Background: an optimization exercise with open tools, aiming at small area and a short achievable clock period. Do not read the settings as production practice.
Function was checked by simulation only, so behaviour that the tests miss may differ from the original.
Power figures rest on the tool's default switching activity, not on a simulated workload.

==> flow/design.v (excerpt) <==
module sdfm_regmap
(
  input  logic                    SYSCLK,
  input  logic                    SYSRSTn,
  input  logic [16-1:0] addr,
  input  logic                    wr,
  input  logic                    rd,
  input  logic [32-1:0]  wdata,
  output logic [32-1:0]  rdata,    
  input  logic [63:0]             filt_data_out,
  input  logic [1:0]              filt_data_update,
  input  logic [63:0]             comp_data_out,
  input  logic [1:0]              comp_data_update,
  input  logic [1:0]              comp_data_low,
  input  logic [1:0]              comp_data_high,
  output logic                    reg_rsten,
  output logic                    reg_clken,
  output logic [15:0]             reg_filtdec,
  output logic [3:0]              reg_filtmode,
  output logic [7:0]              reg_filtdiv,
  output logic [1:0]              reg_filten,
  output logic [1:0]              reg_filtask,
  output logic [3:0]              reg_filtst,
  output logic [9:0]              reg_filtsh,
  output logic [15:0]             reg_compdec,
  output logic [3:0]              reg_compmode,
  output logic [7:0]              reg_compdiv,
  output logic [1:0]              reg_compen,
  output logic [1:0]              reg_compsen,
  output logic [3:0]              reg_compst,
  output logic [1:0]              reg_compilen,
  output logic [1:0]              reg_compihen,
  output logic [1:0]              reg_complclrflg,
  output logic [1:0]              reg_comphclrflg,
  output logic [63:0]             reg_compltrd,
  output logic [63:0]             reg_comphtrd,
  output logic                    irq
);
For scale: roughly 350 flip-flops, roughly 440 I/O pins, roughly 13000 um^2 of cells after synthesis.
export LEC_CHECK = 0
export CAP_MARGIN = 30
export CORE_MARGIN = 2
export CORE_UTILIZATION = 40
export SETUP_SLACK_MARGIN = 3.0
export SLEW_MARGIN = 40
export SYNTH_HIERARCHICAL = 1
create_clock -name core_clock -period 8.0 [get_ports {SYSCLK}]
standard.sh (not shown) runs the stock make flow with config.mk's settings and CLKGATE_MAP_FILE= SYNTH_SCRIPT=/design/flow/synth_recipe.tcl, a recipe that flattens the netlist after the stock synthesis.
==> flow/flow/run.sh <==
#!/bin/bash
# standard layout with plain buf_1 port buffers and a lighter clock tree
set -euo pipefail
export BUFFER_PORTS_ARGS="-buffer_cell sky130_fd_sc_hd__buf_1"
export CTS_ARGS="-sink_clustering_enable -repair_clock_nets -dont_use_dummy_load -buf_list sky130_fd_sc_hd__clkbuf_8 -sink_clustering_size 16 -sink_clustering_max_diameter 50"
bash standard.sh > standard.log 2>&1
Change:
- CAP_MARGIN: 30 -> 20
- CORE_UTILIZATION: 40 -> 65
- PLACE_DENSITY: default -> 0.75
- SETUP_SLACK_MARGIN: 3.0 -> 3.3
- SLEW_MARGIN: 40 -> 20
=>
- The changed run ran to the end with no violations
- routed wire length fell by 12%
- final cell count fell by about 6.5%
- non-clock buffer count drops by 3
- worst hold slack is better by 0.0059 ns
- setup slack improves by 0.21 ns
- clock power came out lower by about 10%
- sequential share of layout area came out higher by 0.64 points
Change:
- CORE_UTILIZATION: 65 -> 40
- PLACE_DENSITY: 0.75 -> default
Result: Combinational power is higher by about 7%; worst setup slack is better by 0.038 ns; global-route usage decreases by 13 points; maximum frequency climbs by 0.81%; design area increases by about 5%; total power grows by about 5.5%; critical path depth does not change; die area came out higher by 61%; via count shrinks by 4.8%; wire length is higher by about 12%.
Change:
- CORE_UTILIZATION: 40 -> 65
- PLACE_DENSITY: default -> 0.75
- SETUP_SLACK_MARGIN: 3.3 -> 3.1
After rerunning: The new run went through all stages and came out clean. Setup slack loses 0.29 ns. Routed wire length came out lower by roughly a tenth. Power drops by a few percent. Final area went down by a few percent.


Another version of the RTL of sdfm_regmap (not shown whole).
Size in the first run: roughly 1200 cells after synthesis, ~440 I/O pins, about 14000 um^2 of cells after synthesis.
==> flow/config.mk <==
export PLATFORM = sky130hd
export DESIGN_NAME = sdfm_regmap
export DESIGN_NICKNAME = sdfm_regmap
export VERILOG_FILES = /design/flow/design.v
export SDC_FILE = /design/flow/constraint.sdc
export NUM_CORES = 4
export LEC_CHECK = 0
export CAP_MARGIN = 30
export CORE_MARGIN = 2
export CORE_UTILIZATION = 40
export SETUP_SLACK_MARGIN = 3.4
export SLEW_MARGIN = 40
export SYNTH_HIERARCHICAL = 1
==> flow/constraint.sdc <==
create_clock -name core_clock -period 8.0 [get_ports {SYSCLK}]
set_input_delay 1.6000 -clock core_clock [delete_from_list [all_inputs] [get_ports {SYSCLK}]]
set_output_delay 1.6000 -clock core_clock [all_outputs]
set_load 0.01 [all_outputs]
Scripts as last shown in full above: flow/flow/run.sh
Rerun with:
Settings changed: SETUP_SLACK_MARGIN 3.4 to 3.0.
Result: The new run went through all stages and came out clean; total power fell by 1.9%; fmax decreases by 0.45%; non-clock buffer count fell by 73; final cell count falls by 3.4%; setup slack is worse by 0.022 ns; die area is unchanged; clock-buffer cell count is unchanged; sequential cell count stays the same; global-route usage decreases by 1.3 points; routed wire length falls by 4.7%; register-to-register slack gains 0.05 ns.


Another version of the RTL of sdfm_regmap (not shown whole).
Size: about 440 I/O pins.
clock: 8.0 ns
lec_check: 0
cap_margin: 10
core_margin: 2
core_utilization: 60
setup_slack_margin: 3.0
slew_margin: 10
synth_hierarchical: 1
Scripts as last shown in full above: flow/flow/run.sh
The first run passed the timing, design-rule and antenna checks.
Change:
Settings changed: CAP_MARGIN 10 to 30, CORE_UTILIZATION 60 to 40, SETUP_SLACK_MARGIN 3.0 to 3.4, SLEW_MARGIN 10 to 40.
The changed run completed with no timing, DRC or antenna violations.
Routed wire length increases by 8.9%.
Design area increases by 7.1%.
Total power increases by 2.1%.
Maximum frequency is higher by 0.32%.
Combinational power grows by 15%.
Change:
Settings changed: SETUP_SLACK_MARGIN 3.4 to 2.5.
What happened: The changed run produced a clean layout. Design area falls by 7.8%. Power goes down by 1.4%. Register-to-register slack gets worse by 0.03 ns.


Another version of the RTL of sdfm_regmap (not shown whole).
For scale: about 1400 cells after synthesis, roughly 440 I/O pins, ~13000 sq um of cells after synthesis.
// sdfm_regmap
module sdfm_regmap
(
  input  logic                    SYSCLK,
  input  logic                    SYSRSTn,
  input  logic [16-1:0] addr,
  input  logic                    wr,
  input  logic                    rd,
  input  logic [32-1:0]  wdata,
  output logic [32-1:0]  rdata,    
  input  logic [63:0]             filt_data_out,
  input  logic [1:0]              filt_data_update,
  input  logic [63:0]             comp_data_out,
  input  logic [1:0]              comp_data_update,
  input  logic [1:0]              comp_data_low,
  input  logic [1:0]              comp_data_high,
  output logic                    reg_rsten,
  output logic                    reg_clken,
  output logic [15:0]             reg_filtdec,
  output logic [3:0]              reg_filtmode,
  output logic [7:0]              reg_filtdiv,
  output logic [1:0]              reg_filten,
  output logic [1:0]              reg_filtask,
  output logic [3:0]              reg_filtst,
  output logic [9:0]              reg_filtsh,
  output logic [15:0]             reg_compdec,
  output logic [3:0]              reg_compmode,
  output logic [7:0]              reg_compdiv,
  output logic [1:0]              reg_compen,
  output logic [1:0]              reg_compsen,
  output logic [3:0]              reg_compst,
  output logic [1:0]              reg_compilen,
  ...
Settings: LEC_CHECK=0, CAP_MARGIN=20, CORE_MARGIN=2, CORE_UTILIZATION=40, SETUP_SLACK_MARGIN=3.6, SLEW_MARGIN=20, SYNTH_HIERARCHICAL=1; clock period 8.0 ns.
Scripts as last shown in full above: flow/flow/run.sh
The baseline completed without violations.
Edit:
--- a/flow/config.mk
+++ b/flow/config.mk
@@ -11 +11 @@
-export SETUP_SLACK_MARGIN = 3.6
+export SETUP_SLACK_MARGIN = 3.3
What happened: Routed wire length falls by 4.6%. Cell area drops by 3.0%. Setup slack gets worse by 0.19 ns. Die area does not change. Critical path depth increases by 1. Sequential share of layout area rose by 1.2 points. Power shrinks by 2.2%. Count of clock-buffer cells in the layout is lower by 2. Non-clock buffer count decreases by 8. Register-to-register slack got worse by 0.04 ns.
Edit:
--- a/flow/config.mk
+++ b/flow/config.mk
@@ -11 +11 @@
-export SETUP_SLACK_MARGIN = 3.3
+export SETUP_SLACK_MARGIN = 3.4
The changed run finished with timing, DRC and antenna clean.
Wire length rises by about 1.4%.
Cell count barely changes.
Power is higher by about 0.47%.
First-iteration DRC count came out higher by about 11%.


cedar:
sdfm_regmap, a different RTL version from the one above (not shown whole).
Size in the first run: roughly 1400 cells after synthesis, about 350 flip-flops, about 440 I/O pins, ~13000 um^2 of cells after synthesis.
clock: 8.0 ns
lec_check: 0
cap_margin: 5
core_margin: 2
core_utilization: 40
setup_slack_margin: 3.3
slew_margin: 5
synth_hierarchical: 1
Scripts as last shown in full above: flow/flow/run.sh
Edits applied to the flow inputs when going from cedar to xenon:
-- flow/config.mk --
<<< cedar, line 8
export CAP_MARGIN = 5
>>> xenon, line 8
export CAP_MARGIN = 30
<<< cedar, line 11
export SETUP_SLACK_MARGIN = 3.3
export SLEW_MARGIN = 5
>>> xenon, line 11
export SETUP_SLACK_MARGIN = 3.5
export SLEW_MARGIN = 40
Findings:
xenon ended with less fraction of area in registers than cedar.
After synthesis and placement, the instance count of xenon is above that of cedar.
Any difference in internal reg-to-reg setup slack between cedar and xenon is small enough to ignore.
The higher number of antenna violations at the first check in global routing of xenon and cedar is in cedar.
Looking at proportion of power drawn by the clock network, xenon sits below cedar.
Compared with cedar, xenon has extra setup slack.
xenon improves on cedar in fmax.
| placed instance count | xenon vs cedar | 11 higher |
First-iteration DRC count sits higher in xenon than in cedar.
In the metrics for xenon and cedar, the one carrying the higher placement-stage cell area is xenon.
Total wire length was higher in the run labelled xenon.
## Diff of input files: juniper against xenon
-- flow/config.mk --
<<< xenon, line 8
export CAP_MARGIN = 30
>>> juniper, line 8
export CAP_MARGIN = 20
<<< xenon, line 10
export CORE_UTILIZATION = 40
>>> juniper, line 10
export CORE_UTILIZATION = 65
export PLACE_DENSITY = 0.75
<<< xenon, line 12
export SLEW_MARGIN = 40
>>> juniper, line 13
export SLEW_MARGIN = 20
[summary]
Number of antenna violations at the first check in global routing: juniper vs xenon down 4. juniper ended with more number of gates on the worst path with buffers counted than xenon. Status: proportion of total power due to net switching parity (juniper, xenon). Share of the clock period used by the worst path is higher on juniper. Summary — length of the first detailed-routing pass in iterations, juniper relative to xenon: higher, by 6. Clock skew: juniper vs xenon, no meaningful difference. Compared with xenon, juniper shows cell area after layout that has gone down by a few percent. Final worst setup slack (juniper over xenon): decrease, 35 ps. Lower die height was reported by juniper, not xenon. Compared with xenon, clock network power in juniper decreased by more than 10%.
Edits applied to the flow inputs when going from juniper to nickel:
-- flow/config.mk --
<<< juniper, line 10
export CORE_UTILIZATION = 65
export PLACE_DENSITY = 0.75
export SETUP_SLACK_MARGIN = 3.5
>>> nickel, line 10
export CORE_UTILIZATION = 40
export SETUP_SLACK_MARGIN = 3.3
Results
Power: nickel draws more than juniper. Maximum vdd ir drop in nickel is 23% lower than in juniper. Comparing juniper and nickel, the lower total routed wire length on the met1 layer was measured on juniper. Count of clock-buffer cells in the layout up about 30% in nickel wrt juniper.
## Diff of input files: lagoon against nickel
-- flow/config.mk --
<<< nickel, line 8
export CAP_MARGIN = 20
>>> lagoon, line 8
export CAP_MARGIN = 30
<<< nickel, line 11
export SETUP_SLACK_MARGIN = 3.3
export SLEW_MARGIN = 20
>>> lagoon, line 11
export SETUP_SLACK_MARGIN = 3.1
export SLEW_MARGIN = 40
## What came out
- Slack of the worst reg-to-reg path: lagoon < nickel
- lagoon vs nickel on post-placement worst setup slack: lagoon is the higher one.
- Diff lagoon..nickel | multi-input logic cell count | unchanged
- Comparing area of combinational cells with multiple inputs for lagoon and nickel, the smaller number came from lagoon.
- When lagoon is set beside nickel, its final estimated routing congestion in global placement turns out to be 0.90% smaller.
- Compared with nickel, lagoon shows a lower layout-stage area growth over the synthesis result.

[what the ideal ports hide]
Ports are ideal in the flow. The routed layouts listed here were re-timed in OpenROAD. Step 1 (the two cells are an assumption about what drives the block):
set clk [get_ports {SYSCLK}]
set_driving_cell -lib_cell sky130_fd_sc_hd__clkbuf_16 $clk
set_driving_cell -lib_cell sky130_fd_sc_hd__buf_2 [delete_from_list [all_inputs] $clk]
Step 2 adds t to the input delays and takes it off the output delays; t is the mean of the earliest and latest rising clock arrival at the registers after step 1. Input paths then give back, and output paths get back, about the clock's delay inside the block. Slacks: ideal ports / drivers / drivers and shift; pairs: ideal ports / drivers.
run | t (ns) | setup slack, ns | worst register clock-pin slew, ns
the first run of note 1 | 0.590 | 3.028 / 2.939 / 2.930 | 0.10 / 0.10
the second run of note 1 | 0.645 | 3.239 / 3.149 / 3.149 | 0.10 / 0.10
the third run of note 1 | 0.609 | 3.277 / 3.229 / 3.229 | 0.10 / 0.10
the fourth run of note 1 | 0.637 | 2.985 / 2.941 / 2.941 | 0.10 / 0.10
the first run of note 2 | 0.613 | 3.082 / 2.968 / 2.968 | 0.10 / 0.10
the second run of note 2 | 0.590 | 3.060 / 3.001 / 3.001 | 0.10 / 0.10
the first run of note 3 | 0.596 | 2.946 / 2.904 / 2.904 | 0.10 / 0.10
the second run of note 3 | 0.597 | 2.962 / 2.921 / 2.620 | 0.11 / 0.11
the third run of note 3 | 0.575 | 2.599 / 2.580 / 2.580 | 0.11 / 0.11
the first run of note 4 | 0.605 | 3.494 / 3.420 / 3.420 | 0.10 / 0.10
the second run of note 4 | 0.593 | 3.303 / 3.267 / 3.267 | 0.11 / 0.11
the third run of note 4 | 0.590 | 3.387 / 3.347 / 3.347 | 0.10 / 0.10
cedar | 0.615 | 3.313 / 3.242 / 3.242 | 0.10 / 0.10
xenon | 0.587 | 3.405 / 3.223 / 3.223 | 0.10 / 0.10
juniper | 0.643 | 3.371 / 3.235 / 3.235 | 0.10 / 0.10
nickel | 0.611 | 3.302 / 3.213 / 3.213 | 0.10 / 0.10
lagoon | 0.617 | 3.163 / 3.090 / 3.090 | 0.10 / 0.10
After both steps every run listed still meets setup and hold. For the second run of note 3, which loses most, drivers alone change the setup slack by -0.041 ns; drivers and shift together by -0.342 ns.
